Context: an optimization exercise on an open-source flow, tuned for small area, a short achievable clock period and few clock cycles per item. The choices shown serve that exercise and are no tape-out recipe. Only simulation tests tie the RTL to the original design; equivalence was not proved.

===== config.mk =====
export PLATFORM = sky130hd
export DESIGN_NAME = yuvToRgbTop
export DESIGN_NICKNAME = yuvToRgbTop
export VERILOG_FILES = /design/flow/design.v
export SDC_FILE = /design/flow/constraint.sdc
export NUM_CORES = 4
export LEC_CHECK = 0
export CAP_MARGIN = 20
export CORE_MARGIN = 2
export CORE_UTILIZATION = 60
export SETUP_SLACK_MARGIN = 5
export SLEW_MARGIN = 20

===== constraint.sdc =====
create_clock -name core_clock -period 11.0 [get_ports {Clock_50_I}]
set_input_delay 2.2000 -clock core_clock [delete_from_list [all_inputs] [get_ports {Clock_50_I}]]
set_output_delay 2.2000 -clock core_clock [all_outputs]
set_load 0.01 [all_outputs]

===== design.v =====
`default_nettype none
package yuvRgbPkg;
  typedef logic [7:0] sample_t;
  typedef logic [8:0] lineLen_t;
  typedef logic [7:0] pairIdx_t;
  typedef logic signed [31:0] acc_t;
  typedef struct packed {
    sample_t yEven;
    sample_t yOdd;
    sample_t u;
    sample_t v;
  } yuvPair_t;
  typedef struct packed {
    sample_t       yEven;
    sample_t       yOdd;
    sample_t [5:0] uTap;
    sample_t [5:0] vTap;
    logic          lastInLine;
  } chromaWin_t;
  typedef struct packed {
    sample_t yEven;
    sample_t yOdd;
    sample_t uEven;
    sample_t vEven;
    sample_t uOdd;
    sample_t vOdd;
    logic    lastInLine;
  } yuv444Pair_t;
  typedef struct packed {
    sample_t rEven;
    sample_t gEven;
    sample_t bEven;
    sample_t rOdd;
    sample_t gOdd;
    sample_t bOdd;
    logic    lastInLine;
  } rgbPair_t;
endpackage
`default_nettype wire
`timescale 1ns/1ps
`default_nettype none
module lineConfig (
  input  wire                       Clock_50_I,
  input  wire                       Resetn,
  input  wire                       cfgWrite,
  input  wire yuvRgbPkg::lineLen_t  cfgData,
  input  wire                       lineBoundary,
  output yuvRgbPkg::lineLen_t       lineLength,
  output logic                      cfgError
);
  yuvRgbPkg::lineLen_t pendLen;
  logic pendValid;
  logic inRange;
  assign inRange = (cfgData >= 4) && (cfgData <= 256);
  always_ff @(posedge Clock_50_I or negedge Resetn) begin
    if (!Resetn) begin
      lineLength <= yuvRgbPkg::lineLen_t'(160);
      pendValid  <= 1'b0;
      cfgError   <= 1'b0;
    end else begin
      if (lineBoundary && pendValid) begin
        lineLength <= pendLen;
        pendValid  <= 1'b0;
      end
      if (cfgWrite) begin
        if (inRange) begin
          pendValid <= 1'b1;
        end else begin
          cfgError <= 1'b1;
        end
      end
    end
  end
  always_ff @(posedge Clock_50_I) begin
    if (cfgWrite && inRange) begin
      pendLen <= cfgData;
    end
  end
endmodule
`default_nettype wire
`timescale 1ns/1ps
`default_nettype none
`default_nettype wire
`timescale 1ns/1ps
`default_nettype none
module chromaPart (
  input  wire [7:0]  t0, t1, t2, t3, t4,
  output wire [17:0] pa, pb
);
  wire [8:0] b = {1'b0, t1} + {1'b0, t4};
  wire [8:0] c = {1'b0, t2} + {1'b0, t3};
  firPart u_part (.t0(t0), .b(b), .c(c), .sa(pa), .sb(pb));
endmodule
module chromaInterp (
  input  wire [17:0] pa, pb,
  input  wire [7:0]  t5,
  output wire [7:0]  odd
);
  wire [9:0] hi;
  firSum u_sum (.pa(pa), .pb(pb), .t5(t5), .s(hi));
  assign odd = hi[9] ? 8'h00 : (hi[8] ? 8'hff : hi[7:0]);
endmodule
module pixelSplit (
  input  wire [22:0] yp,
  input  wire [7:0]  u, v,
  output wire [9:0]  hr, hg,
  output wire [10:0] hb,
  output wire        cr, cg, cb
);
  cscSumR u_r (.yp(yp), .v(v), .hi0(hr), .c(cr));
  cscSumG u_g (.yp(yp), .u(u), .v(v), .hi0(hg), .c(cg));
  cscSumB u_b (.yp(yp), .u(u), .hi0(hb), .c(cb));
endmodule
module pixelClip (
  input  wire [9:0]  hr, hg,
  input  wire [10:0] hb,
  input  wire        cr, cg, cb,
  output wire [23:0] rgb
);
  wire [9:0]  r = hr + {9'd0, cr};
  wire [9:0]  g = hg + {9'd0, cg};
  wire [10:0] b = hb + {10'd0, cb};
  assign rgb[23:16] = r[9]  ? 8'h00 : (r[8]      ? 8'hff : r[7:0]);
  assign rgb[15:8]  = g[9]  ? 8'h00 : (g[8]      ? 8'hff : g[7:0]);
  assign rgb[7:0]   = b[10] ? 8'h00 : ((|b[9:8]) ? 8'hff : b[7:0]);
endmodule
`default_nettype wire
`timescale 1ns/1ps
`default_nettype none
module lumaSum (input wire [7:0] y, output wire [22:0] s);
  wire n1 = ~y[0];
  wire n3 = ~y[1];
  wire n5 = ~y[2];
  wire n7 = ~y[0];
  wire n9 = ~(y[1] ^ y[3]);
  wire n10 = y[1] | y[3];
  wire n11 = ~(y[2] ^ y[4]);
  wire n12 = y[2] | y[4];
  wire n13 = n1 ^ y[3] ^ y[5];
  wire n14 = (n1 & y[3]) | (n1 & y[5]) | (y[3] & y[5]);
  wire n15 = y[0] ^ n3 ^ y[4];
  wire n16 = (y[0] & n3) | (y[0] & y[4]) | (n3 & y[4]);
  wire n17 = y[1] ^ n5 ^ y[5];
  wire n18 = (y[1] & n5) | (y[1] & y[5]) | (n5 & y[5]);
  wire n19 = ~(y[2] ^ y[3]);
  wire n20 = y[2] | y[3];
  wire n21 = ~y[4];
  wire n23 = ~y[0];
  wire n25 = ~(y[1] ^ y[3]);
  wire n26 = y[1] | y[3];
  wire n27 = n7 ^ y[2] ^ y[4];
  wire n28 = (n7 & y[2]) | (n7 & y[4]) | (y[2] & y[4]);
  wire n29 = y[0] ^ n9 ^ y[5];
  wire n30 = (y[0] & n9) | (y[0] & y[5]) | (n9 & y[5]);
  wire n31 = n10 ^ n11 ^ y[6];
  wire n32 = (n10 & n11) | (n10 & y[6]) | (n11 & y[6]);
  wire n33 = n12 ^ n13 ^ y[7];
  wire n34 = (n12 & n13) | (n12 & y[7]) | (n13 & y[7]);
  wire n35 = n14 ^ n15 ^ y[6];
  wire n36 = (n14 & n15) | (n14 & y[6]) | (n15 & y[6]);
  wire n37 = n16 ^ n17 ^ y[7];
  wire n38 = (n16 & n17) | (n16 & y[7]) | (n17 & y[7]);
  wire n39 = n18 ^ n19 ^ y[6];
  wire n40 = (n18 & n19) | (n18 & y[6]) | (n19 & y[6]);
  wire n41 = n20 ^ n21 ^ y[7];
  wire n42 = (n20 & n21) | (n20 & y[7]) | (n21 & y[7]);
  wire n43 = ~(y[4] ^ y[5]);
  wire n44 = y[4] | y[5];
  wire n45 = ~y[6];
  wire n47 = ~y[7];
  wire [22:0] ra = {1'b1, n47, n45, n43, n41, n39, n37, n35, n33, n31, n29, n27, n25, y[2], y[1], ~y[7], ~y[6], ~y[5], ~y[4], ~y[3], ~y[2], ~y[1], ~y[0]};
  wire [22:0] rb = {y[7], y[6], n44, n42, n40, n38, n36, n34, n32, n30, n28, n26, y[0], n23, 1'b1, y[0], 1'b0, 1'b0, 1'b0, 1'b0, 1'b0, 1'b0, 1'b1};
  wire [22:0] tot = ra + rb;
  assign s = tot[22:0];
endmodule
module cscSumR (input wire [22:0] yp, input wire [7:0] v, output wire [9:0] hi0, output wire c);
  wire n1 = ~v[2];
  wire n3 = ~(v[0] ^ v[3]);
  wire n4 = v[0] | v[3];
  wire n5 = v[5] ^ ~v[7];
  wire n6 = v[5] & ~v[7];
  wire n7 = ~(v[1] ^ v[4]);
  wire n8 = v[1] | v[4];
  wire n9 = v[6] ^ yp[6];
  wire n10 = v[6] & yp[6];
  wire n11 = v[2] ^ v[5] ^ v[7];
  wire n12 = (v[2] & v[5]) | (v[2] & v[7]) | (v[5] & v[7]);
  wire n13 = ~v[3];
  wire n15 = ~(~v[0] ^ v[4]);
  wire n16 = ~v[0] | v[4];
  wire n17 = ~~v[1];
  wire n19 = v[0] ^ ~v[2];
  wire n20 = v[0] & ~v[2];
  wire n21 = v[1] ^ ~v[3];
  wire n22 = v[1] & ~v[3];
  wire n23 = ~(~v[0] ^ v[2]);
  wire n24 = ~v[0] | v[2];
  wire n25 = ~(~v[1] ^ v[3]);
  wire n26 = ~v[1] | v[3];
  wire n27 = v[0] ^ ~v[2] ^ v[4];
  wire n28 = (v[0] & ~v[2]) | (v[0] & v[4]) | (~v[2] & v[4]);
  wire n29 = v[1] ^ ~v[3] ^ v[5];
  wire n30 = (v[1] & ~v[3]) | (v[1] & v[5]) | (~v[3] & v[5]);
  wire n31 = ~(v[2] ^ ~v[4]);
  wire n32 = v[2] | ~v[4];
  wire n33 = ~(v[3] ^ ~v[5]);
  wire n34 = v[3] | ~v[5];
  wire n35 = v[0] ^ v[2];
  wire n36 = v[0] & v[2];
  wire n37 = v[1] ^ v[3] ^ ~v[5];
  wire n38 = (v[1] & v[3]) | (v[1] & ~v[5]) | (v[3] & ~v[5]);
  wire n39 = n1 ^ v[4] ^ ~v[6];
  wire n40 = (n1 & v[4]) | (n1 & ~v[6]) | (v[4] & ~v[6]);
  wire n41 = v[2] ^ n5 ^ n3;
  wire n42 = (v[2] & n5) | (v[2] & n3) | (n5 & n3);
  wire n43 = n6 ^ n4 ^ n9;
  wire n44 = (n6 & n4) | (n6 & n9) | (n4 & n9);
  wire n45 = n10 ^ n8 ^ n11;
  wire n46 = (n10 & n8) | (n10 & n11) | (n8 & n11);
  wire n47 = n12 ^ n13 ^ v[6];
  wire n48 = (n12 & n13) | (n12 & v[6]) | (n13 & v[6]);
  wire n49 = v[3] ^ n15 ^ v[7];
  wire n50 = (v[3] & n15) | (v[3] & v[7]) | (n15 & v[7]);
  wire n51 = n16 ^ n17 ^ v[5];
  wire n52 = (n16 & n17) | (n16 & v[5]) | (n17 & v[5]);
  wire n53 = ~v[1] ^ n19 ^ v[6];
  wire n54 = (~v[1] & n19) | (~v[1] & v[6]) | (n19 & v[6]);
  wire n55 = n20 ^ n21 ^ v[7];
  wire n56 = (n20 & n21) | (n20 & v[7]) | (n21 & v[7]);
  wire n57 = n22 ^ n23 ^ ~v[4];
  wire n58 = (n22 & n23) | (n22 & ~v[4]) | (n23 & ~v[4]);
  wire n59 = n24 ^ n25 ^ ~v[5];
  wire n60 = (n24 & n25) | (n24 & ~v[5]) | (n25 & ~v[5]);
  wire n61 = n26 ^ n27 ^ ~v[6];
  wire n62 = (n26 & n27) | (n26 & ~v[6]) | (n27 & ~v[6]);
  wire n63 = n28 ^ n29 ^ ~v[7];
  wire n64 = (n28 & n29) | (n28 & ~v[7]) | (n29 & ~v[7]);
  wire n65 = n30 ^ n31 ^ v[6];
  wire n66 = (n30 & n31) | (n30 & v[6]) | (n31 & v[6]);
  wire n67 = n32 ^ n33 ^ v[7];
  wire n68 = (n32 & n33) | (n32 & v[7]) | (n33 & v[7]);
  wire n69 = n34 ^ v[4] ^ ~v[6];
  wire n70 = (n34 & v[4]) | (n34 & ~v[6]) | (v[4] & ~v[6]);
  wire n71 = v[5] ^ ~v[7];
  wire n72 = v[5] & ~v[7];
  wire n73 = ~v[6];
  wire n75 = v[0] ^ ~v[2];
  wire n76 = v[0] & ~v[2];
  wire n77 = v[1] ^ ~v[3] ^ yp[1];
  wire n78 = (v[1] & ~v[3]) | (v[1] & yp[1]) | (~v[3] & yp[1]);
  wire n79 = n35 ^ ~v[4] ^ yp[2];
  wire n80 = (n35 & ~v[4]) | (n35 & yp[2]) | (~v[4] & yp[2]);
  wire n81 = n36 ^ n37 ^ yp[3];
  wire n82 = (n36 & n37) | (n36 & yp[3]) | (n37 & yp[3]);
  wire n83 = n38 ^ n39 ^ yp[4];
  wire n84 = (n38 & n39) | (n38 & yp[4]) | (n39 & yp[4]);
  wire n85 = n40 ^ n41 ^ yp[5];
  wire n86 = (n40 & n41) | (n40 & yp[5]) | (n41 & yp[5]);
  wire n87 = n42 ^ n43 ^ n7;
  wire n88 = (n42 & n43) | (n42 & n7) | (n43 & n7);
  wire n89 = n44 ^ n45 ^ yp[7];
  wire n90 = (n44 & n45) | (n44 & yp[7]) | (n45 & yp[7]);
  wire n91 = n46 ^ n47 ^ yp[8];
  wire n92 = (n46 & n47) | (n46 & yp[8]) | (n47 & yp[8]);
  wire n93 = n48 ^ n49 ^ yp[9];
  wire n94 = (n48 & n49) | (n48 & yp[9]) | (n49 & yp[9]);
  wire n95 = n50 ^ n51 ^ yp[10];
  wire n96 = (n50 & n51) | (n50 & yp[10]) | (n51 & yp[10]);
  wire n97 = n52 ^ n53 ^ yp[11];
  wire n98 = (n52 & n53) | (n52 & yp[11]) | (n53 & yp[11]);
  wire n99 = n54 ^ n55 ^ yp[12];
  wire n100 = (n54 & n55) | (n54 & yp[12]) | (n55 & yp[12]);
  wire n101 = n56 ^ n57 ^ yp[13];
  wire n102 = (n56 & n57) | (n56 & yp[13]) | (n57 & yp[13]);
  wire n103 = n58 ^ n59 ^ yp[14];
  wire n104 = (n58 & n59) | (n58 & yp[14]) | (n59 & yp[14]);
  wire n105 = n60 ^ n61 ^ yp[15];
  wire n106 = (n60 & n61) | (n60 & yp[15]) | (n61 & yp[15]);
  wire n107 = n62 ^ n63 ^ yp[16];
  wire n108 = (n62 & n63) | (n62 & yp[16]) | (n63 & yp[16]);
  wire n109 = n64 ^ n65 ^ yp[17];
  wire n110 = (n64 & n65) | (n64 & yp[17]) | (n65 & yp[17]);
  wire n111 = n66 ^ n67 ^ yp[18];
  wire n112 = (n66 & n67) | (n66 & yp[18]) | (n67 & yp[18]);
  wire n113 = n68 ^ n69 ^ yp[19];
  wire n114 = (n68 & n69) | (n68 & yp[19]) | (n69 & yp[19]);
  wire n115 = n70 ^ n71 ^ yp[20];
  wire n116 = (n70 & n71) | (n70 & yp[20]) | (n71 & yp[20]);
  wire n117 = n72 ^ n73 ^ yp[21];
  wire n118 = (n72 & n73) | (n72 & yp[21]) | (n73 & yp[21]);
  wire n119 = v[6] ^ v[7] ^ yp[22];
  wire n120 = (v[6] & v[7]) | (v[6] & yp[22]) | (v[7] & yp[22]);
  wire [25:0] ra = {1'b1, n119, n117, n115, n113, n111, n109, n107, n105, n103, n101, n99, n97, n95, n93, n91, n89, n87, n85, n83, n81, n79, n77, yp[0], ~v[1], ~v[0]};
  wire [25:0] rb = {n120, n118, n116, n114, n112, n110, n108, n106, n104, n102, n100, n98, n96, n94, n92, n90, n88, n86, n84, n82, n80, n78, n76, n75, 1'b0, 1'b1};
  wire [16:0] low = {1'b0, ra[15:0]} + {1'b0, rb[15:0]};
  assign c = low[16];
  assign hi0 = ra[25:16] + rb[25:16];
endmodule
module cscSumG (input wire [22:0] yp, input wire [7:0] u, input wire [7:0] v, output wire [9:0] hi0, output wire c);
  wire n1 = ~v[1];
  wire n3 = ~v[0] ^ v[2] ^ ~v[4];
  wire n4 = (~v[0] & v[2]) | (~v[0] & ~v[4]) | (v[2] & ~v[4]);
  wire n5 = ~v[1] ^ v[3] ^ ~v[5];
  wire n6 = (~v[1] & v[3]) | (~v[1] & ~v[5]) | (v[3] & ~v[5]);
  wire n7 = ~(~v[2] ^ v[4]);
  wire n8 = ~v[2] | v[4];
  wire n9 = ~v[3] ^ v[5];
  wire n10 = ~v[3] & v[5];
  wire n11 = ~~v[4];
  wire n13 = ~v[0] ^ ~v[5];
  wire n14 = ~v[0] & ~v[5];
  wire n15 = ~v[1] ^ ~v[6] ^ ~u[1];
  wire n16 = (~v[1] & ~v[6]) | (~v[1] & ~u[1]) | (~v[6] & ~u[1]);
  wire n17 = ~v[2] ^ ~v[7] ^ ~u[2];
  wire n18 = (~v[2] & ~v[7]) | (~v[2] & ~u[2]) | (~v[7] & ~u[2]);
  wire n19 = ~v[3] ^ ~u[3];
  wire n20 = ~v[3] & ~u[3];
  wire n21 = ~v[4] ^ ~u[4];
  wire n22 = ~v[4] & ~u[4];
  wire n23 = ~v[5] ^ ~u[0] ^ ~u[5];
  wire n24 = (~v[5] & ~u[0]) | (~v[5] & ~u[5]) | (~u[0] & ~u[5]);
  wire n25 = ~v[6] ^ ~u[1];
  wire n26 = ~v[6] & ~u[1];
  wire n27 = ~(~v[0] ^ ~v[7]);
  wire n28 = ~v[0] | ~v[7];
  wire n29 = ~u[2] ^ ~u[7];
  wire n30 = ~u[2] & ~u[7];
  wire n31 = ~v[1] ^ u[0] ^ ~u[3];
  wire n32 = (~v[1] & u[0]) | (~v[1] & ~u[3]) | (u[0] & ~u[3]);
  wire n33 = ~(v[0] ^ ~v[2]);
  wire n34 = v[0] | ~v[2];
  wire n35 = u[1] ^ ~u[4];
  wire n36 = u[1] & ~u[4];
  wire n37 = n1 ^ ~v[3] ^ ~u[0];
  wire n38 = (n1 & ~v[3]) | (n1 & ~u[0]) | (~v[3] & ~u[0]);
  wire n39 = u[2] ^ ~u[5] ^ yp[13];
  wire n40 = (u[2] & ~u[5]) | (u[2] & yp[13]) | (~u[5] & yp[13]);
  wire n41 = v[1] ^ n3 ^ ~u[1];
  wire n42 = (v[1] & n3) | (v[1] & ~u[1]) | (n3 & ~u[1]);
  wire n43 = u[3] ^ ~u[6] ^ yp[14];
  wire n44 = (u[3] & ~u[6]) | (u[3] & yp[14]) | (~u[6] & yp[14]);
  wire n45 = n4 ^ n5 ^ ~u[2];
  wire n46 = (n4 & n5) | (n4 & ~u[2]) | (n5 & ~u[2]);
  wire n47 = u[4] ^ ~u[7] ^ yp[15];
  wire n48 = (u[4] & ~u[7]) | (u[4] & yp[15]) | (~u[7] & yp[15]);
  wire n49 = n6 ^ n7 ^ ~v[6];
  wire n50 = (n6 & n7) | (n6 & ~v[6]) | (n7 & ~v[6]);
  wire n51 = ~u[3] ^ u[5] ^ yp[16];
  wire n52 = (~u[3] & u[5]) | (~u[3] & yp[16]) | (u[5] & yp[16]);
  wire n53 = n8 ^ n9 ^ ~v[7];
  wire n54 = (n8 & n9) | (n8 & ~v[7]) | (n9 & ~v[7]);
  wire n55 = ~u[4] ^ u[6] ^ yp[17];
  wire n56 = (~u[4] & u[6]) | (~u[4] & yp[17]) | (u[6] & yp[17]);
  wire n57 = n10 ^ n11 ^ v[6];
  wire n58 = (n10 & n11) | (n10 & v[6]) | (n11 & v[6]);
  wire n59 = ~u[5] ^ u[7] ^ yp[18];
  wire n60 = (~u[5] & u[7]) | (~u[5] & yp[18]) | (u[7] & yp[18]);
  wire n61 = ~(~v[4] ^ ~v[5]);
  wire n62 = ~v[4] | ~v[5];
  wire n63 = v[7] ^ ~u[6] ^ yp[19];
  wire n64 = (v[7] & ~u[6]) | (v[7] & yp[19]) | (~u[6] & yp[19]);
  wire n65 = ~(~v[6] ^ ~u[7]);
  wire n66 = ~v[6] | ~u[7];
  wire n67 = n13 ^ ~u[0];
  wire n68 = n13 & ~u[0];
  wire n69 = n14 ^ n15 ^ u[3];
  wire n70 = (n14 & n15) | (n14 & u[3]) | (n15 & u[3]);
  wire n71 = n16 ^ n17 ^ u[4];
  wire n72 = (n16 & n17) | (n16 & u[4]) | (n17 & u[4]);
  wire n73 = n18 ^ n19 ^ u[5];
  wire n74 = (n18 & n19) | (n18 & u[5]) | (n19 & u[5]);
  wire n75 = n20 ^ n21 ^ u[6];
  wire n76 = (n20 & n21) | (n20 & u[6]) | (n21 & u[6]);
  wire n77 = n22 ^ n23 ^ u[7];
  wire n78 = (n22 & n23) | (n22 & u[7]) | (n23 & u[7]);
  wire n79 = n24 ^ n25 ^ ~u[6];
  wire n80 = (n24 & n25) | (n24 & ~u[6]) | (n25 & ~u[6]);
  wire n81 = n26 ^ n29 ^ n27;
  wire n82 = (n26 & n29) | (n26 & n27) | (n29 & n27);
  wire n83 = n30 ^ n28 ^ n31;
  wire n84 = (n30 & n28) | (n30 & n31) | (n28 & n31);
  wire n85 = n32 ^ n35 ^ n33;
  wire n86 = (n32 & n35) | (n32 & n33) | (n35 & n33);
  wire n87 = n36 ^ n34 ^ n39;
  wire n88 = (n36 & n34) | (n36 & n39) | (n34 & n39);
  wire n89 = n40 ^ n38 ^ n43;
  wire n90 = (n40 & n38) | (n40 & n43) | (n38 & n43);
  wire n91 = n44 ^ n42 ^ n47;
  wire n92 = (n44 & n42) | (n44 & n47) | (n42 & n47);
  wire n93 = n48 ^ n46 ^ n51;
  wire n94 = (n48 & n46) | (n48 & n51) | (n46 & n51);
  wire n95 = n52 ^ n50 ^ n55;
  wire n96 = (n52 & n50) | (n52 & n55) | (n50 & n55);
  wire n97 = n56 ^ n54 ^ n59;
  wire n98 = (n56 & n54) | (n56 & n59) | (n54 & n59);
  wire n99 = n60 ^ n58 ^ n63;
  wire n100 = (n60 & n58) | (n60 & n63) | (n58 & n63);
  wire n101 = n64 ^ n62 ^ n65;
  wire n102 = (n64 & n62) | (n64 & n65) | (n62 & n65);
  wire n103 = ~(n66 ^ ~v[7]);
  wire n104 = n66 | ~v[7];
  wire n105 = ~v[3] ^ u[0];
  wire n106 = ~v[3] & u[0];
  wire n107 = ~v[4] ^ u[1] ^ yp[2];
  wire n108 = (~v[4] & u[1]) | (~v[4] & yp[2]) | (u[1] & yp[2]);
  wire n109 = n67 ^ u[2] ^ yp[3];
  wire n110 = (n67 & u[2]) | (n67 & yp[3]) | (u[2] & yp[3]);
  wire n111 = n68 ^ n69 ^ yp[4];
  wire n112 = (n68 & n69) | (n68 & yp[4]) | (n69 & yp[4]);
  wire n113 = n70 ^ n71 ^ yp[5];
  wire n114 = (n70 & n71) | (n70 & yp[5]) | (n71 & yp[5]);
  wire n115 = n72 ^ n73 ^ yp[6];
  wire n116 = (n72 & n73) | (n72 & yp[6]) | (n73 & yp[6]);
  wire n117 = n74 ^ n75 ^ yp[7];
  wire n118 = (n74 & n75) | (n74 & yp[7]) | (n75 & yp[7]);
  wire n119 = n76 ^ n77 ^ yp[8];
  wire n120 = (n76 & n77) | (n76 & yp[8]) | (n77 & yp[8]);
  wire n121 = n78 ^ n79 ^ yp[9];
  wire n122 = (n78 & n79) | (n78 & yp[9]) | (n79 & yp[9]);
  wire n123 = n80 ^ n81 ^ yp[10];
  wire n124 = (n80 & n81) | (n80 & yp[10]) | (n81 & yp[10]);
  wire n125 = n82 ^ n83 ^ yp[11];
  wire n126 = (n82 & n83) | (n82 & yp[11]) | (n83 & yp[11]);
  wire n127 = n84 ^ n85 ^ yp[12];
  wire n128 = (n84 & n85) | (n84 & yp[12]) | (n85 & yp[12]);
  wire n129 = n86 ^ n87 ^ n37;
  wire n130 = (n86 & n87) | (n86 & n37) | (n87 & n37);
  wire n131 = n88 ^ n89 ^ n41;
  wire n132 = (n88 & n89) | (n88 & n41) | (n89 & n41);
  wire n133 = n90 ^ n91 ^ n45;
  wire n134 = (n90 & n91) | (n90 & n45) | (n91 & n45);
  wire n135 = n92 ^ n93 ^ n49;
  wire n136 = (n92 & n93) | (n92 & n49) | (n93 & n49);
  wire n137 = n94 ^ n95 ^ n53;
  wire n138 = (n94 & n95) | (n94 & n53) | (n95 & n53);
  wire n139 = n96 ^ n97 ^ n57;
  wire n140 = (n96 & n97) | (n96 & n57) | (n97 & n57);
  wire n141 = n98 ^ n99 ^ n61;
  wire n142 = (n98 & n99) | (n98 & n61) | (n99 & n61);
  wire n143 = n100 ^ n101 ^ yp[20];
  wire n144 = (n100 & n101) | (n100 & yp[20]) | (n101 & yp[20]);
  wire n145 = n102 ^ n103 ^ yp[21];
  wire n146 = (n102 & n103) | (n102 & yp[21]) | (n103 & yp[21]);
  wire n147 = n104 ^ yp[22];
  wire n148 = n104 & yp[22];
  wire [25:0] ra = {1'b1, n147, n145, n143, n141, n139, n137, n135, n133, n131, n129, n127, n125, n123, n121, n119, n117, n115, n113, n111, n109, n107, yp[1], yp[0], ~v[1], ~v[0]};
  wire [25:0] rb = {n148, n146, n144, n142, n140, n138, n136, n134, n132, n130, n128, n126, n124, n122, n120, n118, n116, n114, n112, n110, n108, n106, n105, ~v[2], 1'b0, 1'b1};
  wire [16:0] low = {1'b0, ra[15:0]} + {1'b0, rb[15:0]};
  assign c = low[16];
  assign hi0 = ra[25:16] + rb[25:16];
endmodule
module cscSumB (input wire [22:0] yp, input wire [7:0] u, output wire [10:0] hi0, output wire c);
  wire n1 = ~u[1];
  wire n3 = ~(u[0] ^ u[2]);
  wire n4 = u[0] | u[2];
  wire n5 = ~u[5] ^ ~u[7];
  wire n6 = ~u[5] & ~u[7];
  wire n7 = ~(u[1] ^ u[3]);
  wire n8 = u[1] | u[3];
  wire n9 = ~u[6] ^ yp[6];
  wire n10 = ~u[6] & yp[6];
  wire n11 = u[2] ^ u[4] ^ ~u[7];
  wire n12 = (u[2] & u[4]) | (u[2] & ~u[7]) | (u[4] & ~u[7]);
  wire n13 = ~(u[0] ^ u[3]);
  wire n14 = u[0] | u[3];
  wire n15 = ~(u[1] ^ u[4]);
  wire n16 = u[1] | u[4];
  wire n17 = u[2] ^ u[5];
  wire n18 = u[2] & u[5];
  wire n19 = ~~u[0];
  wire n21 = ~u[1] ^ ~u[3];
  wire n22 = ~u[1] & ~u[3];
  wire n23 = ~u[2] ^ ~u[4];
  wire n24 = ~u[2] & ~u[4];
  wire n25 = u[0] ^ ~u[3] ^ ~u[5];
  wire n26 = (u[0] & ~u[3]) | (u[0] & ~u[5]) | (~u[3] & ~u[5]);
  wire n27 = n1 ^ ~u[4] ^ ~u[6];
  wire n28 = (n1 & ~u[4]) | (n1 & ~u[6]) | (~u[4] & ~u[6]);
  wire n29 = u[1] ^ n5 ^ n3;
  wire n30 = (u[1] & n5) | (u[1] & n3) | (n5 & n3);
  wire n31 = n6 ^ n4 ^ n9;
  wire n32 = (n6 & n4) | (n6 & n9) | (n4 & n9);
  wire n33 = n10 ^ n8 ^ n11;
  wire n34 = (n10 & n8) | (n10 & n11) | (n8 & n11);
  wire n35 = n12 ^ n13 ^ u[5];
  wire n36 = (n12 & n13) | (n12 & u[5]) | (n13 & u[5]);
  wire n37 = n14 ^ n15 ^ u[6];
  wire n38 = (n14 & n15) | (n14 & u[6]) | (n15 & u[6]);
  wire n39 = n16 ^ n17 ^ u[7];
  wire n40 = (n16 & n17) | (n16 & u[7]) | (n17 & u[7]);
  wire n41 = n18 ^ u[3] ^ u[6];
  wire n42 = (n18 & u[3]) | (n18 & u[6]) | (u[3] & u[6]);
  wire n43 = u[4] ^ u[7];
  wire n44 = u[4] & u[7];
  wire n45 = ~u[0];
  wire n47 = n19 ^ ~u[2];
  wire n48 = n19 & ~u[2];
  wire n49 = ~u[0] ^ n21 ^ yp[1];
  wire n50 = (~u[0] & n21) | (~u[0] & yp[1]) | (n21 & yp[1]);
  wire n51 = n22 ^ n23 ^ yp[2];
  wire n52 = (n22 & n23) | (n22 & yp[2]) | (n23 & yp[2]);
  wire n53 = n24 ^ n25 ^ yp[3];
  wire n54 = (n24 & n25) | (n24 & yp[3]) | (n25 & yp[3]);
  wire n55 = n26 ^ n27 ^ yp[4];
  wire n56 = (n26 & n27) | (n26 & yp[4]) | (n27 & yp[4]);
  wire n57 = n28 ^ n29 ^ yp[5];
  wire n58 = (n28 & n29) | (n28 & yp[5]) | (n29 & yp[5]);
  wire n59 = n30 ^ n31 ^ n7;
  wire n60 = (n30 & n31) | (n30 & n7) | (n31 & n7);
  wire n61 = n32 ^ n33 ^ yp[7];
  wire n62 = (n32 & n33) | (n32 & yp[7]) | (n33 & yp[7]);
  wire n63 = n34 ^ n35 ^ yp[8];
  wire n64 = (n34 & n35) | (n34 & yp[8]) | (n35 & yp[8]);
  wire n65 = n36 ^ n37 ^ yp[9];
  wire n66 = (n36 & n37) | (n36 & yp[9]) | (n37 & yp[9]);
  wire n67 = n38 ^ n39 ^ yp[10];
  wire n68 = (n38 & n39) | (n38 & yp[10]) | (n39 & yp[10]);
  wire n69 = n40 ^ n41 ^ yp[11];
  wire n70 = (n40 & n41) | (n40 & yp[11]) | (n41 & yp[11]);
  wire n71 = n42 ^ n43 ^ yp[12];
  wire n72 = (n42 & n43) | (n42 & yp[12]) | (n43 & yp[12]);
  wire n73 = n44 ^ u[5] ^ yp[13];
  wire n74 = (n44 & u[5]) | (n44 & yp[13]) | (u[5] & yp[13]);
  wire n75 = ~(u[6] ^ yp[14]);
  wire n76 = u[6] | yp[14];
  wire n77 = n45 ^ u[7] ^ yp[15];
  wire n78 = (n45 & u[7]) | (n45 & yp[15]) | (u[7] & yp[15]);
  wire n79 = u[0] ^ u[1] ^ yp[16];
  wire n80 = (u[0] & u[1]) | (u[0] & yp[16]) | (u[1] & yp[16]);
  wire n81 = ~(u[2] ^ yp[17]);
  wire n82 = u[2] | yp[17];
  wire n83 = u[3] ^ yp[18];
  wire n84 = u[3] & yp[18];
  wire n85 = ~(u[4] ^ yp[19]);
  wire n86 = u[4] | yp[19];
  wire n87 = ~(u[5] ^ yp[20]);
  wire n88 = u[5] | yp[20];
  wire n89 = ~(u[6] ^ yp[21]);
  wire n90 = u[6] | yp[21];
  wire n91 = u[7] ^ yp[22];
  wire n92 = u[7] & yp[22];
  wire [26:0] ra = {1'b1, 1'b1, n91, n89, n87, n85, n83, n81, n79, n77, n75, n73, n71, n69, n67, n65, n63, n61, n59, n57, n55, n53, n51, n49, yp[0], ~u[1], ~u[0]};
  wire [26:0] rb = {1'b0, n92, n90, n88, n86, n84, n82, n80, n78, n76, n74, n72, n70, n68, n66, n64, n62, n60, n58, n56, n54, n52, n50, n48, n47, 1'b0, 1'b1};
  wire [16:0] low = {1'b0, ra[15:0]} + {1'b0, rb[15:0]};
  assign c = low[16];
  assign hi0 = ra[26:16] + rb[26:16];
endmodule
module firPart (input wire [7:0] t0, input wire [8:0] b, input wire [8:0] c, output wire [17:0] sa, output wire [17:0] sb);
  wire n1 = ~c[0];
  wire n3 = c[0] ^ ~c[5];
  wire n4 = c[0] & ~c[5];
  wire n5 = ~(c[1] ^ ~c[6]);
  wire n6 = c[1] | ~c[6];
  wire n7 = ~b[0] ^ b[2] ^ ~b[4];
  wire n8 = (~b[0] & b[2]) | (~b[0] & ~b[4]) | (b[2] & ~b[4]);
  wire n9 = n1 ^ c[2] ^ ~c[7];
  wire n10 = (n1 & c[2]) | (n1 & ~c[7]) | (c[2] & ~c[7]);
  wire n11 = ~b[1] ^ b[3] ^ ~b[5];
  wire n12 = (~b[1] & b[3]) | (~b[1] & ~b[5]) | (b[3] & ~b[5]);
  wire n13 = t0[3] ^ t0[5];
  wire n14 = t0[3] & t0[5];
  wire n15 = c[0] ^ c[1] ^ c[3];
  wire n16 = (c[0] & c[1]) | (c[0] & c[3]) | (c[1] & c[3]);
  wire n17 = ~c[8] ^ ~b[2] ^ b[4];
  wire n18 = (~c[8] & ~b[2]) | (~c[8] & b[4]) | (~b[2] & b[4]);
  wire n19 = ~b[6] ^ t0[4] ^ t0[6];
  wire n20 = (~b[6] & t0[4]) | (~b[6] & t0[6]) | (t0[4] & t0[6]);
  wire n21 = ~(c[2] ^ c[4]);
  wire n22 = c[2] | c[4];
  wire n23 = ~b[3] ^ b[5] ^ ~b[7];
  wire n24 = (~b[3] & b[5]) | (~b[3] & ~b[7]) | (b[5] & ~b[7]);
  wire n25 = t0[5] ^ t0[7];
  wire n26 = t0[5] & t0[7];
  wire n27 = ~(c[3] ^ c[5]);
  wire n28 = c[3] | c[5];
  wire n29 = ~b[4] ^ b[6] ^ ~b[8];
  wire n30 = (~b[4] & b[6]) | (~b[4] & ~b[8]) | (b[6] & ~b[8]);
  wire n31 = c[4] ^ c[6];
  wire n32 = c[4] & c[6];
  wire n33 = ~~c[2];
  wire n35 = ~c[3] ^ ~b[1];
  wire n36 = ~c[3] & ~b[1];
  wire n37 = ~c[4] ^ b[0] ^ ~b[2];
  wire n38 = (~c[4] & b[0]) | (~c[4] & ~b[2]) | (b[0] & ~b[2]);
  wire n39 = t0[0] ^ t0[2];
  wire n40 = t0[0] & t0[2];
  wire n41 = n3 ^ b[1] ^ ~b[3];
  wire n42 = (n3 & b[1]) | (n3 & ~b[3]) | (b[1] & ~b[3]);
  wire n43 = t0[1] ^ t0[3] ^ t0[5];
  wire n44 = (t0[1] & t0[3]) | (t0[1] & t0[5]) | (t0[3] & t0[5]);
  wire n45 = n4 ^ n7 ^ n5;
  wire n46 = (n4 & n7) | (n4 & n5) | (n7 & n5);
  wire n47 = t0[2] ^ t0[4] ^ t0[6];
  wire n48 = (t0[2] & t0[4]) | (t0[2] & t0[6]) | (t0[4] & t0[6]);
  wire n49 = n8 ^ n6 ^ n13;
  wire n50 = (n8 & n6) | (n8 & n13) | (n6 & n13);
  wire n51 = n11 ^ n9 ^ t0[7];
  wire n52 = (n11 & n9) | (n11 & t0[7]) | (n9 & t0[7]);
  wire n53 = n14 ^ n12 ^ n10;
  wire n54 = (n14 & n12) | (n14 & n10) | (n12 & n10);
  wire n55 = n19 ^ n17 ^ n15;
  wire n56 = (n19 & n17) | (n19 & n15) | (n17 & n15);
  wire n57 = n20 ^ n18 ^ n16;
  wire n58 = (n20 & n18) | (n20 & n16) | (n18 & n16);
  wire n59 = n25 ^ n23 ^ n21;
  wire n60 = (n25 & n23) | (n25 & n21) | (n23 & n21);
  wire n61 = n26 ^ n24 ^ n22;
  wire n62 = (n26 & n24) | (n26 & n22) | (n24 & n22);
  wire n63 = n29 ^ n27 ^ t0[6];
  wire n64 = (n29 & n27) | (n29 & t0[6]) | (n27 & t0[6]);
  wire n65 = n30 ^ n28 ^ n31;
  wire n66 = (n30 & n28) | (n30 & n31) | (n28 & n31);
  wire n67 = ~b[5] ^ b[7] ^ t0[7];
  wire n68 = (~b[5] & b[7]) | (~b[5] & t0[7]) | (b[7] & t0[7]);
  wire n69 = ~(n32 ^ c[5]);
  wire n70 = n32 | c[5];
  wire n71 = c[7] ^ ~b[6] ^ b[8];
  wire n72 = (c[7] & ~b[6]) | (c[7] & b[8]) | (~b[6] & b[8]);
  wire n73 = ~(c[6] ^ c[8]);
  wire n74 = c[6] | c[8];
  wire n75 = n33 ^ ~b[0];
  wire n76 = n33 & ~b[0];
  wire n77 = ~c[2] ^ n35 ^ t0[1];
  wire n78 = (~c[2] & n35) | (~c[2] & t0[1]) | (n35 & t0[1]);
  wire n79 = n36 ^ n39 ^ n37;
  wire n80 = (n36 & n39) | (n36 & n37) | (n39 & n37);
  wire n81 = n40 ^ n38 ^ n43;
  wire n82 = (n40 & n38) | (n40 & n43) | (n38 & n43);
  wire n83 = n44 ^ n42 ^ n47;
  wire n84 = (n44 & n42) | (n44 & n47) | (n42 & n47);
  wire n85 = n48 ^ n46 ^ n51;
  wire n86 = (n48 & n46) | (n48 & n51) | (n46 & n51);
  wire n87 = n52 ^ n50 ^ n55;
  wire n88 = (n52 & n50) | (n52 & n55) | (n50 & n55);
  wire n89 = n56 ^ n54 ^ n59;
  wire n90 = (n56 & n54) | (n56 & n59) | (n54 & n59);
  wire n91 = n60 ^ n58 ^ n63;
  wire n92 = (n60 & n58) | (n60 & n63) | (n58 & n63);
  wire n93 = n64 ^ n62 ^ n67;
  wire n94 = (n64 & n62) | (n64 & n67) | (n62 & n67);
  wire n95 = n68 ^ n66 ^ n71;
  wire n96 = (n68 & n66) | (n68 & n71) | (n66 & n71);
  wire n97 = n72 ^ n70 ^ n73;
  wire n98 = (n72 & n70) | (n72 & n73) | (n70 & n73);
  wire n99 = ~(n74 ^ c[7]);
  wire n100 = n74 | c[7];
  wire n101 = ~~c[0];
  wire n103 = ~c[1] ^ t0[1];
  wire n104 = ~c[1] & t0[1];
  wire n105 = n75 ^ t0[0] ^ t0[2];
  wire n106 = (n75 & t0[0]) | (n75 & t0[2]) | (t0[0] & t0[2]);
  wire n107 = n76 ^ n77 ^ t0[3];
  wire n108 = (n76 & n77) | (n76 & t0[3]) | (n77 & t0[3]);
  wire n109 = n78 ^ n79 ^ t0[4];
  wire n110 = (n78 & n79) | (n78 & t0[4]) | (n79 & t0[4]);
  wire n111 = n80 ^ n81 ^ n41;
  wire n112 = (n80 & n81) | (n80 & n41) | (n81 & n41);
  wire n113 = n82 ^ n83 ^ n45;
  wire n114 = (n82 & n83) | (n82 & n45) | (n83 & n45);
  wire n115 = n84 ^ n85 ^ n49;
  wire n116 = (n84 & n85) | (n84 & n49) | (n85 & n49);
  wire n117 = n86 ^ n87 ^ n53;
  wire n118 = (n86 & n87) | (n86 & n53) | (n87 & n53);
  wire n119 = n88 ^ n89 ^ n57;
  wire n120 = (n88 & n89) | (n88 & n57) | (n89 & n57);
  wire n121 = n90 ^ n91 ^ n61;
  wire n122 = (n90 & n91) | (n90 & n61) | (n91 & n61);
  wire n123 = n92 ^ n93 ^ n65;
  wire n124 = (n92 & n93) | (n92 & n65) | (n93 & n65);
  wire n125 = n94 ^ n95 ^ n69;
  wire n126 = (n94 & n95) | (n94 & n69) | (n95 & n69);
  wire n127 = n96 ^ n97 ^ ~b[7];
  wire n128 = (n96 & n97) | (n96 & ~b[7]) | (n97 & ~b[7]);
  wire n129 = n98 ^ n99 ^ ~b[8];
  wire n130 = (n98 & n99) | (n98 & ~b[8]) | (n99 & ~b[8]);
  wire n131 = n100 ^ c[8];
  wire n132 = n100 & c[8];
  wire [17:0] ra = {1'b1, 1'b1, n131, n129, n127, n125, n123, n121, n119, n117, n115, n113, n111, n109, n107, n105, n103, t0[0]};
  wire [17:0] rb = {1'b0, n132, n130, n128, n126, n124, n122, n120, n118, n116, n114, n112, n110, n108, n106, n104, ~c[0], n101};
  assign sa = ra;
  assign sb = rb;
endmodule
module firSum (input wire [17:0] pa, input wire [17:0] pb, input wire [7:0] t5, output wire [9:0] s);
  wire n1 = t5[0] ^ t5[2];
  wire n2 = t5[0] & t5[2];
  wire n3 = t5[1] ^ t5[3] ^ t5[5];
  wire n4 = (t5[1] & t5[3]) | (t5[1] & t5[5]) | (t5[3] & t5[5]);
  wire n5 = t5[2] ^ t5[4] ^ t5[6];
  wire n6 = (t5[2] & t5[4]) | (t5[2] & t5[6]) | (t5[4] & t5[6]);
  wire n7 = t5[3] ^ t5[5] ^ t5[7];
  wire n8 = (t5[3] & t5[5]) | (t5[3] & t5[7]) | (t5[5] & t5[7]);
  wire n9 = t5[4] ^ t5[6];
  wire n10 = t5[4] & t5[6];
  wire n11 = t5[5] ^ t5[7];
  wire n12 = t5[5] & t5[7];
  wire n13 = t5[0] ^ t5[2];
  wire n14 = t5[0] & t5[2];
  wire n15 = t5[1] ^ t5[3] ^ pb[3];
  wire n16 = (t5[1] & t5[3]) | (t5[1] & pb[3]) | (t5[3] & pb[3]);
  wire n17 = n1 ^ t5[4] ^ pb[4];
  wire n18 = (n1 & t5[4]) | (n1 & pb[4]) | (t5[4] & pb[4]);
  wire n19 = n2 ^ n3 ^ pb[5];
  wire n20 = (n2 & n3) | (n2 & pb[5]) | (n3 & pb[5]);
  wire n21 = n4 ^ n5 ^ pb[6];
  wire n22 = (n4 & n5) | (n4 & pb[6]) | (n5 & pb[6]);
  wire n23 = n6 ^ n7 ^ pb[7];
  wire n24 = (n6 & n7) | (n6 & pb[7]) | (n7 & pb[7]);
  wire n25 = n8 ^ n9 ^ pb[8];
  wire n26 = (n8 & n9) | (n8 & pb[8]) | (n9 & pb[8]);
  wire n27 = n10 ^ n11 ^ pb[9];
  wire n28 = (n10 & n11) | (n10 & pb[9]) | (n11 & pb[9]);
  wire n29 = n12 ^ t5[6] ^ pb[10];
  wire n30 = (n12 & t5[6]) | (n12 & pb[10]) | (t5[6] & pb[10]);
  wire n31 = t5[7] ^ pb[11];
  wire n32 = t5[7] & pb[11];
  wire n33 = t5[0] ^ pb[0];
  wire n34 = t5[0] & pb[0];
  wire n35 = t5[1] ^ pb[1] ^ pa[1];
  wire n36 = (t5[1] & pb[1]) | (t5[1] & pa[1]) | (pb[1] & pa[1]);
  wire n37 = n13 ^ pb[2] ^ pa[2];
  wire n38 = (n13 & pb[2]) | (n13 & pa[2]) | (pb[2] & pa[2]);
  wire n39 = n14 ^ n15 ^ pa[3];
  wire n40 = (n14 & n15) | (n14 & pa[3]) | (n15 & pa[3]);
  wire n41 = n16 ^ n17 ^ pa[4];
  wire n42 = (n16 & n17) | (n16 & pa[4]) | (n17 & pa[4]);
  wire n43 = n18 ^ n19 ^ pa[5];
  wire n44 = (n18 & n19) | (n18 & pa[5]) | (n19 & pa[5]);
  wire n45 = n20 ^ n21 ^ pa[6];
  wire n46 = (n20 & n21) | (n20 & pa[6]) | (n21 & pa[6]);
  wire n47 = n22 ^ n23 ^ pa[7];
  wire n48 = (n22 & n23) | (n22 & pa[7]) | (n23 & pa[7]);
  wire n49 = n24 ^ n25 ^ pa[8];
  wire n50 = (n24 & n25) | (n24 & pa[8]) | (n25 & pa[8]);
  wire n51 = n26 ^ n27 ^ pa[9];
  wire n52 = (n26 & n27) | (n26 & pa[9]) | (n27 & pa[9]);
  wire n53 = n28 ^ n29 ^ pa[10];
  wire n54 = (n28 & n29) | (n28 & pa[10]) | (n29 & pa[10]);
  wire n55 = n30 ^ n31 ^ pa[11];
  wire n56 = (n30 & n31) | (n30 & pa[11]) | (n31 & pa[11]);
  wire n57 = n32 ^ pb[12] ^ pa[12];
  wire n58 = (n32 & pb[12]) | (n32 & pa[12]) | (pb[12] & pa[12]);
  wire n59 = pb[13] ^ pa[13];
  wire n60 = pb[13] & pa[13];
  wire n61 = pb[14] ^ pa[14];
  wire n62 = pb[14] & pa[14];
  wire n63 = pb[15] ^ pa[15];
  wire n64 = pb[15] & pa[15];
  wire n65 = pb[16] ^ pa[16];
  wire n66 = pb[16] & pa[16];
  wire n67 = pb[17] ^ pa[17];
  wire n68 = pb[17] & pa[17];
  wire [17:0] ra = {n67, n65, n63, n61, n59, n57, n55, n53, n51, n49, n47, n45, n43, n41, n39, n37, n35, pa[0]};
  wire [17:0] rb = {n66, n64, n62, n60, n58, n56, n54, n52, n50, n48, n46, n44, n42, n40, n38, n36, n34, n33};
  wire [17:0] tot = ra + rb;
  assign s = tot[17:8];
endmodule
`default_nettype wire
`timescale 1ns/1ps
`default_nettype none
module yuvToRgbTop (
  input  wire                       Clock_50_I,
  input  wire                       Resetn,
  input  wire [31:0]                inPair,
  input  wire                       inValid,
  input  wire                       rgbReady,
  input  wire                       cfgWrite,
  input  wire [8:0]                 cfgData,
  output logic                      inReady,
  output logic [48:0]               rgbPair,
  output logic                      rgbValid,
  output logic [8:0]                lineLength,
  output logic                      cfgError
);
  logic       inRdy;        
  logic       en;           
  logic [7:0] pairCnt;      
  logic [1:0] flushCnt;     
  logic       accept;
  logic       isLast;
  logic       isFirst;
  logic       lineBoundary;
  logic       flushStep;
  assign accept       = inValid && inRdy;
  assign isLast       = ({1'b0, pairCnt} == lineLength - 9'd1);
  assign isFirst      = (pairCnt == 8'd0);
  assign lineBoundary = accept ? isLast : isFirst;
  assign flushStep    = en && (flushCnt != 2'd0);
  assign inReady      = inRdy;
  lineConfig u_lineConfig (
    .Clock_50_I   (Clock_50_I),
    .Resetn       (Resetn),
    .cfgWrite     (cfgWrite),
    .cfgData      (cfgData),
    .lineBoundary (lineBoundary),
    .lineLength   (lineLength),
    .cfgError     (cfgError)
  );
  logic        outValid;
  logic        skidValid;
  logic        outFree;
  logic        push;
  logic [48:0] result;
  logic [48:0] skid;
  logic        resValid;
  logic        skidNext;
  logic [1:0]  flushNext;
  assign outFree  = !outValid || rgbReady;
  assign push     = en && resValid;
  assign skidNext = skidValid ? !outFree : (push && !outFree);
  always_comb begin
    flushNext = flushCnt;
    if (accept && isLast) flushNext = 2'd3;
    else if (flushStep)   flushNext = flushCnt - 2'd1;
  end
  always_ff @(posedge Clock_50_I or negedge Resetn) begin
    if (!Resetn) begin
      inRdy     <= 1'b0;
      en        <= 1'b0;
      pairCnt   <= '0;
      flushCnt  <= '0;
      outValid  <= 1'b0;
      skidValid <= 1'b0;
    end else begin
      if (accept) pairCnt <= isLast ? 8'd0 : pairCnt + 8'd1;
      flushCnt  <= flushNext;
      en        <= !skidNext;
      inRdy     <= !skidNext && (flushNext == 2'd0);
      skidValid <= skidNext;
      if (outFree) outValid <= skidValid || push;
    end
  end
  always_ff @(posedge Clock_50_I) begin
    if (!skidValid) skid <= result;
    if (outFree) rgbPair <= skidValid ? skid : result;
  end
  assign rgbValid = outValid;
  logic [7:0]  yE [0:3];
  logic [7:0]  yO [0:3];
  logic [7:0]  uT [1:5];
  logic [7:0]  vT [1:5];
  logic [17:0] uPa, uPb;
  logic [17:0] vPa, vPb;
  logic [17:0] uPaNext, uPbNext;
  logic [17:0] vPaNext, vPbNext;
  logic        winValid;
  logic        winLast;
  logic        shift;
  assign shift = accept || flushStep;
  chromaPart u_partU (.t0(uT[1]), .t1(uT[2]), .t2(uT[3]), .t3(uT[4]), .t4(uT[5]), .pa(uPaNext), .pb(uPbNext));
  chromaPart u_partV (.t0(vT[1]), .t1(vT[2]), .t2(vT[3]), .t3(vT[4]), .t4(vT[5]), .pa(vPaNext), .pb(vPbNext));
  always_ff @(posedge Clock_50_I) begin
    if (accept) begin
      yE[3] <= inPair[31:24];
      yO[3] <= inPair[23:16];
      uT[5] <= inPair[15:8];
      vT[5] <= inPair[7:0];
    end
    if (shift) begin
      for (int i = 0; i < 3; i++) begin
        yE[i] <= yE[i+1];
        yO[i] <= yO[i+1];
      end
      for (int i = 1; i < 3; i++) begin
        uT[i] <= uT[i+1];
        vT[i] <= vT[i+1];
      end
      uT[3] <= (accept && isFirst) ? inPair[15:8] : uT[4];
      uT[4] <= (accept && isFirst) ? inPair[15:8] : uT[5];
      vT[3] <= (accept && isFirst) ? inPair[7:0]  : vT[4];
      vT[4] <= (accept && isFirst) ? inPair[7:0]  : vT[5];
      uPa <= uPaNext;
      uPb <= uPbNext;
      vPa <= vPaNext;
      vPb <= vPbNext;
    end
  end
  always_ff @(posedge Clock_50_I or negedge Resetn) begin
    if (!Resetn) begin
      winValid <= 1'b0;
    end else if (en) begin
      winValid <= (accept && (pairCnt >= 8'd3)) || flushStep;
    end
  end
  always_ff @(posedge Clock_50_I) begin
    if (en) winLast <= flushStep && (flushCnt == 2'd1);
  end
  logic [7:0]  uOdd;
  logic [7:0]  vOdd;
  logic [22:0] ypEven;
  logic [22:0] ypOdd;
  chromaInterp u_firU (.pa(uPa), .pb(uPb), .t5(uT[5]), .odd(uOdd));
  chromaInterp u_firV (.pa(vPa), .pb(vPb), .t5(vT[5]), .odd(vOdd));
  lumaSum u_lumaE (.y(yE[0]), .s(ypEven));
  lumaSum u_lumaO (.y(yO[0]), .s(ypOdd));
  logic        p1Valid;
  logic [22:0] p1YpE;
  logic [22:0] p1YpO;
  logic [7:0]  p1UE;
  logic [7:0]  p1VE;
  logic [7:0]  p1UO;
  logic [7:0]  p1VO;
  logic        p1Last;
  always_ff @(posedge Clock_50_I or negedge Resetn) begin
    if (!Resetn) p1Valid <= 1'b0;
    else if (en) p1Valid <= winValid;
  end
  always_ff @(posedge Clock_50_I) begin
    if (en) begin
      p1YpE  <= ypEven;
      p1YpO  <= ypOdd;
      p1UE   <= uT[2];
      p1VE   <= vT[2];
      p1UO   <= uOdd;
      p1VO   <= vOdd;
      p1Last <= winLast;
    end
  end
  logic [9:0]  hrE, hgE, hrO, hgO;
  logic [10:0] hbE, hbO;
  logic        crE, cgE, cbE, crO, cgO, cbO;
  pixelSplit u_sumE (.yp(p1YpE), .u(p1UE), .v(p1VE), .hr(hrE), .hg(hgE), .hb(hbE), .cr(crE), .cg(cgE), .cb(cbE));
  pixelSplit u_sumO (.yp(p1YpO), .u(p1UO), .v(p1VO), .hr(hrO), .hg(hgO), .hb(hbO), .cr(crO), .cg(cgO), .cb(cbO));
  logic        p2Valid;
  logic [9:0]  p2HrE, p2HgE, p2HrO, p2HgO;
  logic [10:0] p2HbE, p2HbO;
  logic        p2CrE, p2CgE, p2CbE, p2CrO, p2CgO, p2CbO;
  logic        p2Last;
  always_ff @(posedge Clock_50_I or negedge Resetn) begin
    if (!Resetn) p2Valid <= 1'b0;
    else if (en) p2Valid <= p1Valid;
  end
  always_ff @(posedge Clock_50_I) begin
    if (en) begin
      p2HrE <= hrE; p2HgE <= hgE; p2HbE <= hbE;
      p2CrE <= crE; p2CgE <= cgE; p2CbE <= cbE;
      p2HrO <= hrO; p2HgO <= hgO; p2HbO <= hbO;
      p2CrO <= crO; p2CgO <= cgO; p2CbO <= cbO;
      p2Last <= p1Last;
    end
  end
  logic [23:0] rgbEven;
  logic [23:0] rgbOdd;
  pixelClip u_clipE (.hr(p2HrE), .hg(p2HgE), .hb(p2HbE), .cr(p2CrE), .cg(p2CgE), .cb(p2CbE), .rgb(rgbEven));
  pixelClip u_clipO (.hr(p2HrO), .hg(p2HgO), .hb(p2HbO), .cr(p2CrO), .cg(p2CgO), .cb(p2CbO), .rgb(rgbOdd));
  assign result   = {rgbEven, rgbOdd, p2Last};
  assign resValid = p2Valid;
endmodule
`default_nettype wire

===== flow/run.sh =====
#!/bin/bash
set -euo pipefail
bash ./standard.sh SETUP_SLACK_MARGIN=7.1 MATCH_CELL_FOOTPRINT=0 finish > standard_flow.log 2>&1

===== standard.sh =====
#!/bin/bash
# synth_recipe.tcl (not shown) runs the flow's synth.tcl, then flattens the netlist and writes it again
# the make line also repeats each setting of config.mk as NAME=value (left out here)
make -C /OpenROAD-flow-scripts/flow DESIGN_CONFIG=/design/flow/config.mk WORK_HOME=/design/flow/orfs CLKGATE_MAP_FILE= SYNTH_SCRIPT=/design/flow/synth_recipe.tcl "${@:-finish}"

==> results.yml, run 1 <==
detailed_routing:
  drt-initial-drc-count: 1147
  via_per_inst: 5.343
  ant_nets: 0
  wire_per_inst_um: 18.29
  vias: 23080
  drc: 0
  drt_pre_antenna_iters: 5
  wirelength_um: 79010
timing:
  hold_viol: 0
  final.period_utilization_pct: 37.61
  fmax_mhz: 241.7
  tightest_slew_ps: 908.6
  hold_ws_ps: 412.9
  rsz0062_at_grt: "yes"
  maxSlewHeadroom_pct: 38.96
  fin_setup_tns_ps: 0
  finalSetupViolations: 0
  post-route-min-period_ps: 4137
  fin_skew_ps: 22.20
  drv_slew: 0
clocking:
  clk_latency_ps: 640
  clkSinkCount: 494
  cts_tree: "done"
  clock-root-buffer: "clkbuf_16"
  cts_buffers: 55
  hold_buffers: 0
  clkTransAtPathRegs_ps: 60
  clockBufferDepth: 3
  htree_levels: 2
synthesis:
  synth-async-reset-ratio_pct: 5.668
  synth-edff-count: 417
  synthTopCellsByArea: "edfxtp_1, fa_1, ha_1"
  synth_top_flop_cell: "edfxtp_1"
  yosys.area.top_type_share_pct: 33.72
  syn_inst: 3132
  synth.distinct_cells: 73
  synth.net_count: 3993
  avgSynthCellArea_um2: 11.86
  ys_warn_count: 10
  synth_top_cell_by_area: "edfxtp_1"
  yosysSeqAreaShare_pct: 38.25
  ys_seq_elements: 494
  synth.cell_area_um2: 37140
finish:
  layout_commonest_cell: "inv_1"
  fin_cells: 4320
  antenna_cells: 0
  layout-drive-gt1-share_pct: 16.43
  num-nets-final: 4344
  final_cell_mix: "inv_1, edfxtp_1, ha_1"
  num-fill-cells: 4323
  syn_to_final_growth_pct: 18.11
global_routing:
  grt_max_degree: 77
  grt_pass1_wl_um: 126100
  antenna_found_initial: 0
  grt_pass1_vias: 24220
  grt_overflow: 0
  track_usage_pct: 25.38
die:
  die_w_um: 252.8
  num_rows: 91
  coreArea_um2: 61480
  initial_core_util_pct: 60.41
  die_height_um: 252.8
  die_area_um2: 63910
  ios: 107
placed_design:
  port_buffers: 106
  dp_cells: 4021
  dp_hpwl_um: 59810
  gp_congestion: 0.8992
status:
  status: "timing/DRC/antenna clean"
setup_path:
  startpoint_type: "register"
  cp-end-kind: "register"
  crit_type: "register to register"
  crit_fanout: 7
  arrival_ps: 4510
  crit_required_ps: 11370
  r2r_cells: 12
job:
  maxCapViolCount: 0
hold_path:
  hp-class: "register to register"
  worstHoldPathCells: 0
==> flip-flops by register name (all words and copies together) (netlist names), 17 cells and up <==
signal	count
rgbPair	49
skid	49
uT	40
vT	40
yE	32
yO	32
p1YpE	23
p1YpO	23
uPb	17
vPb	17
==> logic make-up after synthesis <==
logic type      after synthesis  synth area share (%)
fa+ha+maj                   819                 35.85
buf+inv                     701                 7.125
flops                       494                 38.25
simple gates                489                 6.384
compound gates              418                 7.145
xor+xnor                    192                 4.602
mux                          19                0.6434
==> routing by layer <==
layer | track usage [%] | part of all wire, %
met1 | 34.08 | 44
met2 | 42.68 | 49
met3 | 4.410 | 4.2
met4 | 7.287 | 2.9
met5 | 0 | 0
==> Yosys cell counts (6+ instances only) <==
cell type  count
a211oi_1       7
o21ai_0       97
nand3_1       37
inv_1        684
a21oi_1      121
fa_1         410
o21a_1        20
dfrtp_1       26
nor2_1        99
or3_1         11
a21o_1        76
xor2_1        68
a31oi_1       10
nor3_1        25
nand2b_1      21
xnor2_1      122
nand4_1       23
o31ai_1        8
ha_1         405
edfxtp_1     417
nand2_1      174
clkbuf_1      13
a22o_1        16
nor2b_1       24
mux2_4         9
a21boi_0       6
o21bai_1      14
or2_2          7
mux2i_1        7
and3_1        33
dfxtp_1       49
==> final timing paths <==
| check | start | end | slack, ps |
|---|---|---|---|
| worst max-delay path | vT[5][5]$_DFFE_PP_ | p1VO[1]$_SDFFCE_PP0P_ | 6860 |
| worst min register to register | p1Last$_DFFE_PP_ | p2Last$_DFFE_PP_ | 410 |
| worst min-delay path | p1Last$_DFFE_PP_ | p2Last$_DFFE_PP_ | 410 |
| min in group asynchronous | Resetn | u_lineConfig.cfgError$_DFFE_PN0P_ | 1950 |
| max in group asynchronous | Resetn | u_lineConfig.lineLength[7]$_DFFE_PN1P_ | 8730 |
| worst max register to register | vT[5][5]$_DFFE_PP_ | p1VO[1]$_SDFFCE_PP0P_ | 6860 |
==> area by class of cell <==
cell class,count,area (um2),area share (%)
Timing Repair Buffer,308,2695,6.144
Clock inverter,41,467.9,1.067
Inverter,686,2643,6.024
Clock buffer,63,1469,3.348
Multi-Input combinational cell,1938,21390,48.75
Tap cell,790,988.4,2.253
Sequential cell,494,14220,32.41
==> stage by stage <==
stage	setup WS, ps	utilization (%)	area [um2]
detailed placement	5739	64.07	39400
finish	6863	71.35	43870
CTS	6818	69.88	42970
floorplan	6484	-	37350
global route	6756	71.35	43870
global placement	5810	64.07	39400
==> critical path, cell delays in order, from the launching register on <==
cell      delay, ps
edfxtp_1        520
buf_6           180
fa_2            440
fa_1            440
fa_1            490
ha_2            220
or4_4           530
nor3_4          260
o31ai_4          90
mux2i_1         150
a311oi_2        250
buf_4           220
a21oi_2          80
==> timing repair <==
action,4_1_cts,5_1_grt
setup buffers,144,50
cloned,1,0
pin swaps,74,103
setup endpoints to repair,258,232
gates resized for setup,157,120
Testbench counts, summed over its fixed seeds: cycles 4,100, items 3,972.
==> inputs of run 2 (changes only) <==
==> flow/run.sh (replaced) <==
#!/bin/bash
set -euo pipefail
bash ./standard.sh SETUP_SLACK_MARGIN=6.9 MATCH_CELL_FOOTPRINT=0 'BUFFER_PORTS_ARGS=-buffer_cell sky130_fd_sc_hd__buf_4' finish > standard_flow.log 2>&1
==> results.yml, run 2 <==
status:
  status: "timing/DRC/antenna clean"
finish:
  num-nets-final: 4316
  num-fill-cells: 4494
  syn_to_final_growth_pct: 15.30
  top_regs: "rgbPair (49), skid (49)"
  layout_commonest_cell: "inv_1"
  final_cell_mix: "inv_1, edfxtp_1, ha_1"
  layout-drive-gt1-share_pct: 16.36
  multi_input_area_um2: 21040
  antenna_cells: 0
  seqCellArea_um2: 14210
placed_design:
  dp_hpwl_um: 62280
  gp_congestion: 0.9037
  port_buffers: 106
setup_path:
  arrival_ps: 4560
  crit_fanout: 5
  regToRegStartpoint: "vT[5][3]$_DFFE_PP_"
  cp-end-kind: "register"
  crit_type: "register to register"
  startpoint_type: "register"
  crit_required_ps: 11360
  startpoint: "vT[5][3]$_DFFE_PP_"
synthesis:
  synthTopCellsByCount: "inv_1, edfxtp_1, fa_1"
  synth.cell_area_um2: 37140
  synth_top_flop_cell: "edfxtp_1"
  avgSynthCellArea_um2: 11.86
  synth.net_count: 3993
  synth-edff-count: 417
  synth-async-reset-ratio_pct: 5.668
  yosys.area.top_type_share_pct: 33.72
  synth.distinct_cells: 73
  syn_inst: 3132
  synth_top_cell_by_area: "edfxtp_1"
  yosysSeqAreaShare_pct: 38.25
  ys_warn_count: 10
  synth_most_common_cell: "inv_1"
  ys_seq_elements: 494
  synthTopCellsByArea: "edfxtp_1, fa_1, ha_1"
global_routing:
  met3_usage_pct: 3.475
  antenna_found_initial: 0
  track_usage_pct: 26.14
  grt_max_degree: 81
  grt_busiest_layer: "met2"
  grt_pass1_wl_um: 128900
  use_met2_pct: 47.06
  grt_pass1_vias: 24630
  grt_overflow: 0
  met1_usage_pct: 32.27
hold_path:
  hp-class: "register to register"
  hold_start: "yO[1][2]$_DFFE_PP_"
timing:
  tightest_slew_ps: 918.8
  hold_ws_ps: 415.4
  finalSetupViolations: 0
  fin_setup_tns_ps: 0
  rsz0062_at_grt: "yes"
  post-route-min-period_ps: 4197
  final.period_utilization_pct: 38.16
  fmax_mhz: 238.2
  hold_viol: 0
  maxSlewHeadroom_pct: 38.28
  fin_skew_ps: 29.58
  drv_slew: 0
detailed_routing:
  ant_nets: 0
  wire_per_inst_um: 18.94
  drt-initial-drc-count: 1118
  drt_pre_antenna_iters: 5
  wirelength_um: 81200
  via_per_inst: 5.397
  drc: 0
  vias: 23130
die:
  initial_core_util_pct: 60.41
  die_height_um: 252.8
  ios: 107
  die_w_um: 252.8
  coreArea_um2: 61480
  num_rows: 91
  die_area_um2: 63910
clocking:
  cts_tree: "done"
  clockBufferDepth: 3
  htree_levels: 2
  cts_buffers: 53
  clkTransAtPathRegs_ps: 60
  clock-root-buffer: "clkbuf_16"
  clkSinkCount: 494
  clk_latency_ps: 610
  hold_buffers: 0
job:
  maxCapViolCount: 0
[run 2: cell count changes in the layout (fill, tap and decap cells not counted), sizes merged, moves of 3 or more]
cell / change
inv: -6
buf: +80
clkdlybuf4s50: -104
clkbuf: +15
bufinv: -3
clkinv: -9
clkinvlp: -5
[run 2: worst max-delay path, stage by stage (launching register included)]
cell,delay (ps)
edfxtp_1,520
buf_6,180
fa_2,560
fa_2,460
fa_1,460
ha_2,190
or4_4,490
nor3_4,270
o31ai_4,110
mux2i_1,150
a311oi_2,190
buf_4,200
buf_4,130
a21oi_4,50
[run 2: layer usage]
metal	wire [um]	up-vias
met5	0	-
li1	-	10990
met1	32990	11530
met4	3286	0
met2	41920	434
met3	2997	180
[run 2: final timing paths]
kind / cells past startpoint / endpoint / slack [ps]
max: 13 / p1VO[4]$_SDFFCE_PP0P_ / 6800
min: 0 / yO[0][2]$_DFFE_PP_ / 420
max reg2reg: 13 / p1VO[4]$_SDFFCE_PP0P_ / 6800
min reg2reg: 0 / yO[0][2]$_DFFE_PP_ / 420
max in group asynchronous: 1 / u_lineConfig.lineLength[5]$_DFFE_PN1P_ / 9180
min in group asynchronous: 1 / u_lineConfig.lineLength[6]$_DFFE_PN0P_ / 1520
[run 2: cell families after synthesis]
family | after synthesis | synth area share, %
flip-flops | 494 | 38.25
AO/OA/AOI/OAI | 418 | 7.145
adder cells (fa/ha/maj) | 819 | 35.85
buffers and inverters | 701 | 7.125
multiplexers | 19 | 0.6434
AND/OR/NAND/NOR | 489 | 6.384
XOR/XNOR | 192 | 4.602
[run 2: stage by stage]
| stage | std cells | utilization, % | instance area, um2 | setup slack (ps) |
|---|---|---|---|---|
| 4_1_cts | 4211 | 68.02 | 41820 | 6773 |
| 2_1_floorplan | 3132 | - | 37210 | 6484 |
| 6_report | 4286 | 69.65 | 42820 | 6803 |
| 5_1_grt | 4286 | 69.65 | 42820 | 6694 |
| 3_5_place_dp | 4022 | 63.43 | 39000 | 5685 |
| 3_3_place_gp | 4021 | 63.41 | 38990 | 5762 |
[run 2: area by class of cell]
type	instances	share of cell area, %
Sequential cell	494	33.19
Inverter	686	6.145
Clock buffer	78	3.725
Clock inverter	18	0.4237
Multi-Input combinational cell	1938	49.12
Tap cell	790	2.308
Timing Repair Buffer	282	5.090
[run 2: timing repair]
| action | 4_1_cts | 5_1_grt |
|---|---|---|
| gates cloned | 1 | 0 |
| setup buffers | 92 | 75 |
| pin swaps | 47 | 105 |
| resized for setup | 102 | 118 |
| endpoints found under the setup margin | 187 | 139 |

==> what the ideal ports hide <==
The flow's constraints put no driver on any port. The routed layouts listed below were extracted and timed again, unchanged, in two steps. Step 1: set_driving_cell puts a clkbuf_16 on Clock_50_I and a buf_2 on each other input, an assumption about the parent block. Step 2 also shifts input and output timing later by t, the mid clock arrival at the registers, as if the neighbouring blocks saw the same clock. Three values: ideal, step 1, step 2; two values: the first two.
run | t, ns | slack for setup (ns) | hold WS [ns] | worst register clock-pin slew, ns
run 1 | 0.689 | 6.863 / 6.863 / 6.570 | 0.413 / 0.413 / 0.413 | 0.07 / 0.07
run 2 | 0.653 | 6.803 / 6.803 / 6.425 | 0.415 / 0.415 / 0.415 | 0.06 / 0.06
After both steps setup and hold are still met in every run listed. The setup slack of run 2, which loses most, moves by 0.000 ns with the drivers and by -0.378 ns with both steps.
